Background: an optimization exercise with open tools, aiming at small area, a short achievable clock period and few clock cycles. Do not read the settings as production practice.
Function was checked by simulation only, so behaviour that the tests miss may differ from the original.

==> flow/design.v (excerpt) <==
module motion_search_top #(
  parameter int SImgSize = 19,
  parameter int RImgSize = 4,
  parameter int PeNum    = 16
) (
  input  logic   clk_i,
  input  logic   rst_ni,
  input  logic   start_i,
  input  sad_pkg::pixel_t smem_rdata_i,
  input  sad_pkg::pixel_t ref_rdata_i,
  output sad_pkg::saddr_t smem_raddr_o,
  output sad_pkg::raddr_t ref_raddr_o,
  output logic   busy_o,
  output logic   finish_o,
  output sad_pkg::sad_t   min_sad_o,
  output sad_pkg::saddr_t min_addr_o
);
  logic          ref_load;
  logic          accept;
  logic          cand_vld;
  logic          cand_last;
  sad_pkg::sum_t sum;
  sad_scan_decode #(
    .SImgSize(SImgSize),
    .RImgSize(RImgSize)
  ) i_decode (
    .clk_i       (clk_i),
    .rst_ni      (rst_ni),
    .start_i     (start_i),
    .finish_i    (finish_o),
    .busy_o      (busy_o),
    .smem_raddr_o(smem_raddr_o),
    .ref_raddr_o (ref_raddr_o),
    .ref_load_o  (ref_load),
    .accept_o    (accept),
    .cand_vld_o  (cand_vld),
    .cand_last_o (cand_last)
  );
  sad_pe_array #(
    .SImgSize(SImgSize),
    .RImgSize(RImgSize)
  ) i_execute (
    .clk_i       (clk_i),
    .accept_i    (accept),
    .ref_load_i  (ref_load),
    .search_pix_i(smem_rdata_i),
    .ref_pix_i   (ref_rdata_i),
    .sum_o       (sum)
  );
  sad_min_select #(
    .SImgSize(SImgSize),
    .RImgSize(RImgSize),
    .Latency (4)
  ) i_result (
    .clk_i      (clk_i),
    .rst_ni     (rst_ni),
    .accept_i   (accept),
    .cand_vld_i (cand_vld),
    .cand_last_i(cand_last),
    .sum_i      (sum),
    .finish_o   (finish_o),
    .min_sad_o  (min_sad_o),
    .min_addr_o (min_addr_o)
  );
endmodule
clock: 10.0 ns
lec_check: 0
abc_area: 1
cap_margin: 20
core_margin: 2
core_utilization: 70
cts_cluster_diameter: 60
cts_cluster_size: 30
slew_margin: 20
setup_slack_margin: 7.0
standard.sh (not shown) runs the stock make flow with config.mk's settings and CLKGATE_MAP_FILE= SYNTH_SCRIPT=/design/flow/synth_recipe.tcl, a recipe that flattens the netlist after the stock synthesis.
==> flow/flow/run.sh <==
#!/bin/bash
set -euo pipefail
MARGIN=$(cat flow/margin.txt)
echo "export SETUP_SLACK_MARGIN = $MARGIN" >> config.mk
bash standard.sh > standard.log 2>&1
==> flow/flow/margin.txt <==
7.0
The first run completed without violations.
Testbench counts at the start, summed over its fixed seeds: cycles 23,416.
Then changed:
--- a/flow/config.mk
+++ b/flow/config.mk
@@ -11,4 +11,4 @@
 export CORE_UTILIZATION = 70
-export CTS_CLUSTER_DIAMETER = 60
-export CTS_CLUSTER_SIZE = 30
+export CTS_CLUSTER_DIAMETER = 50
+export CTS_CLUSTER_SIZE = 36
 export SLEW_MARGIN = 20
Result: Setup slack degrades by 15 ps; hold slack degrades by 15 ps; clock-buffer cell count rises by 4; final cell count rises by 0.74%; via count rises by 0.80%; synthesized area stays the same.
Then changed:
==> flow/flow/margin.txt (replaced) <==
6.5
--- a/flow/config.mk
+++ b/flow/config.mk
@@ -11,5 +11,3 @@
 export CORE_UTILIZATION = 70
-export CTS_CLUSTER_DIAMETER = 50
-export CTS_CLUSTER_SIZE = 36
 export SLEW_MARGIN = 20
-export SETUP_SLACK_MARGIN = 7.0
+export SETUP_SLACK_MARGIN = 6.5
Effect: Non-clock buffer count shrinks by 43. Worst setup slack degrades by 320 ps. Final cell count hardly moves. Die area does not change. Area after synthesis stays the same.

* * *

v29:
Another version of the RTL of motion_search_top (not shown whole).
For scale: roughly 2700 cells after synthesis, roughly 66 I/O pins.
Design motion_search_top, start of the top module:
module motion_search_top #(
  parameter int SImgSize = 19,
  parameter int RImgSize = 4,
  parameter int PeNum    = 16
) (
  input  logic   clk_i,
  input  logic   rst_ni,
  input  logic   start_i,
  input  sad_pkg::pixel_t smem_rdata_i,
  input  sad_pkg::pixel_t ref_rdata_i,
  output sad_pkg::saddr_t smem_raddr_o,
  output sad_pkg::raddr_t ref_raddr_o,
  output logic   busy_o,
  output logic   finish_o,
  output sad_pkg::sad_t   min_sad_o,
  output sad_pkg::saddr_t min_addr_o
);
Settings: LEC_CHECK=0, ABC_AREA=1, CAP_MARGIN=20, CORE_MARGIN=2, CORE_UTILIZATION=70, SLEW_MARGIN=20, SETUP_SLACK_MARGIN=7.5; clock period 10.0 ns.
==> flow/flow/margin.txt <==
7.5
Scripts as last shown in full above: flow/flow/run.sh
Testbench counts of v29, summed over its fixed seeds: cycles 23,416.
The following lists how v33 was set up differently from v29:
# v29
export LEC_CHECK = 0
export ABC_AREA = 1
export CAP_MARGIN = 20
export CORE_MARGIN = 2
export CORE_UTILIZATION = 70
export SLEW_MARGIN = 20
export SETUP_SLACK_MARGIN = 7.5
create_clock -name core_clock -period 10.0 [get_ports {clk_i}]
# v33
export LEC_CHECK = 0
export ABC_AREA = 1
export CAP_MARGIN = 20
export CORE_MARGIN = 2
export CORE_UTILIZATION = 70
export SLEW_MARGIN = 20
export SETUP_SLACK_MARGIN = 6.5
create_clock -name core_clock -period 10.0 [get_ports {clk_i}]
==> flow/flow/margin.txt <==
6.5
--- outcome ---
- Vias: v33 fewer than v29
- Hold slack came out lower on v33 than on v29.
- Fmax, v29 and v33, lower one = v33.
- Data required time at the worst endpoint: v33 vs v29, no meaningful difference
- Re sum of met2 wire segment lengths after detailed routing: v33 is 19% down on v29.
- Per the comparison of v33 with v29, wire length of the first global-routing pass now smaller; count of inverters not on the clock network in the layout comparable.
- Taking v29 as the reference, in v33 signed area change from the synthesized netlist to the final layout decreased by 6.9 points relative to the old numbers, final area decreased by about 6% relative to the old numbers, cell depth of the worst hold path closely matched the old numbers.

## separate check: timing with driven ports
Ports are ideal in the flow. The routed layouts listed here were re-timed in OpenROAD.
Step 1 assumes that a clkbuf_16 drives the clock port and a buf_2 every other input.
Step 2 adds t to the input delays and takes it off the output delays; t is the mean of the earliest and latest rising clock arrival at the registers after step 1. Input paths then give back, and output paths get back, about the clock's delay inside the block.
Three values: ideal, step 1, step 2; two values: the first two.
| run | t, ns | slack for setup (ns) | hold WS [ns] | worst setup path at the end | clock arrival spread, ns |
|---|---|---|---|---|---|
| the first run of note 1 | 0.655 | 6.884 / 6.823 / 6.464 | 0.327 / 0.327 / 0.327 | input to register | 0.026 / 0.025 |
| the second run of note 1 | 0.665 | 6.869 / 6.813 / 6.395 | 0.312 / 0.312 / 0.312 | input to register | 0.039 / 0.039 |
| the third run of note 1 | 0.651 | 6.553 / 6.499 / 6.093 | 0.307 / 0.307 / 0.307 | input to register | 0.024 / 0.024 |
| v29 | 0.673 | 6.796 / 6.740 / 6.549 | 0.318 / 0.318 / 0.318 | input to register | 0.029 / 0.029 |
| v33 | 0.680 | 6.529 / 6.469 / 5.949 | 0.313 / 0.313 / 0.313 | input to register | 0.032 / 0.032 |
After both steps setup and hold are still met in every run listed. The setup slack of v33, which loses most, moves by -0.060 ns with the drivers and by -0.580 ns with both steps.
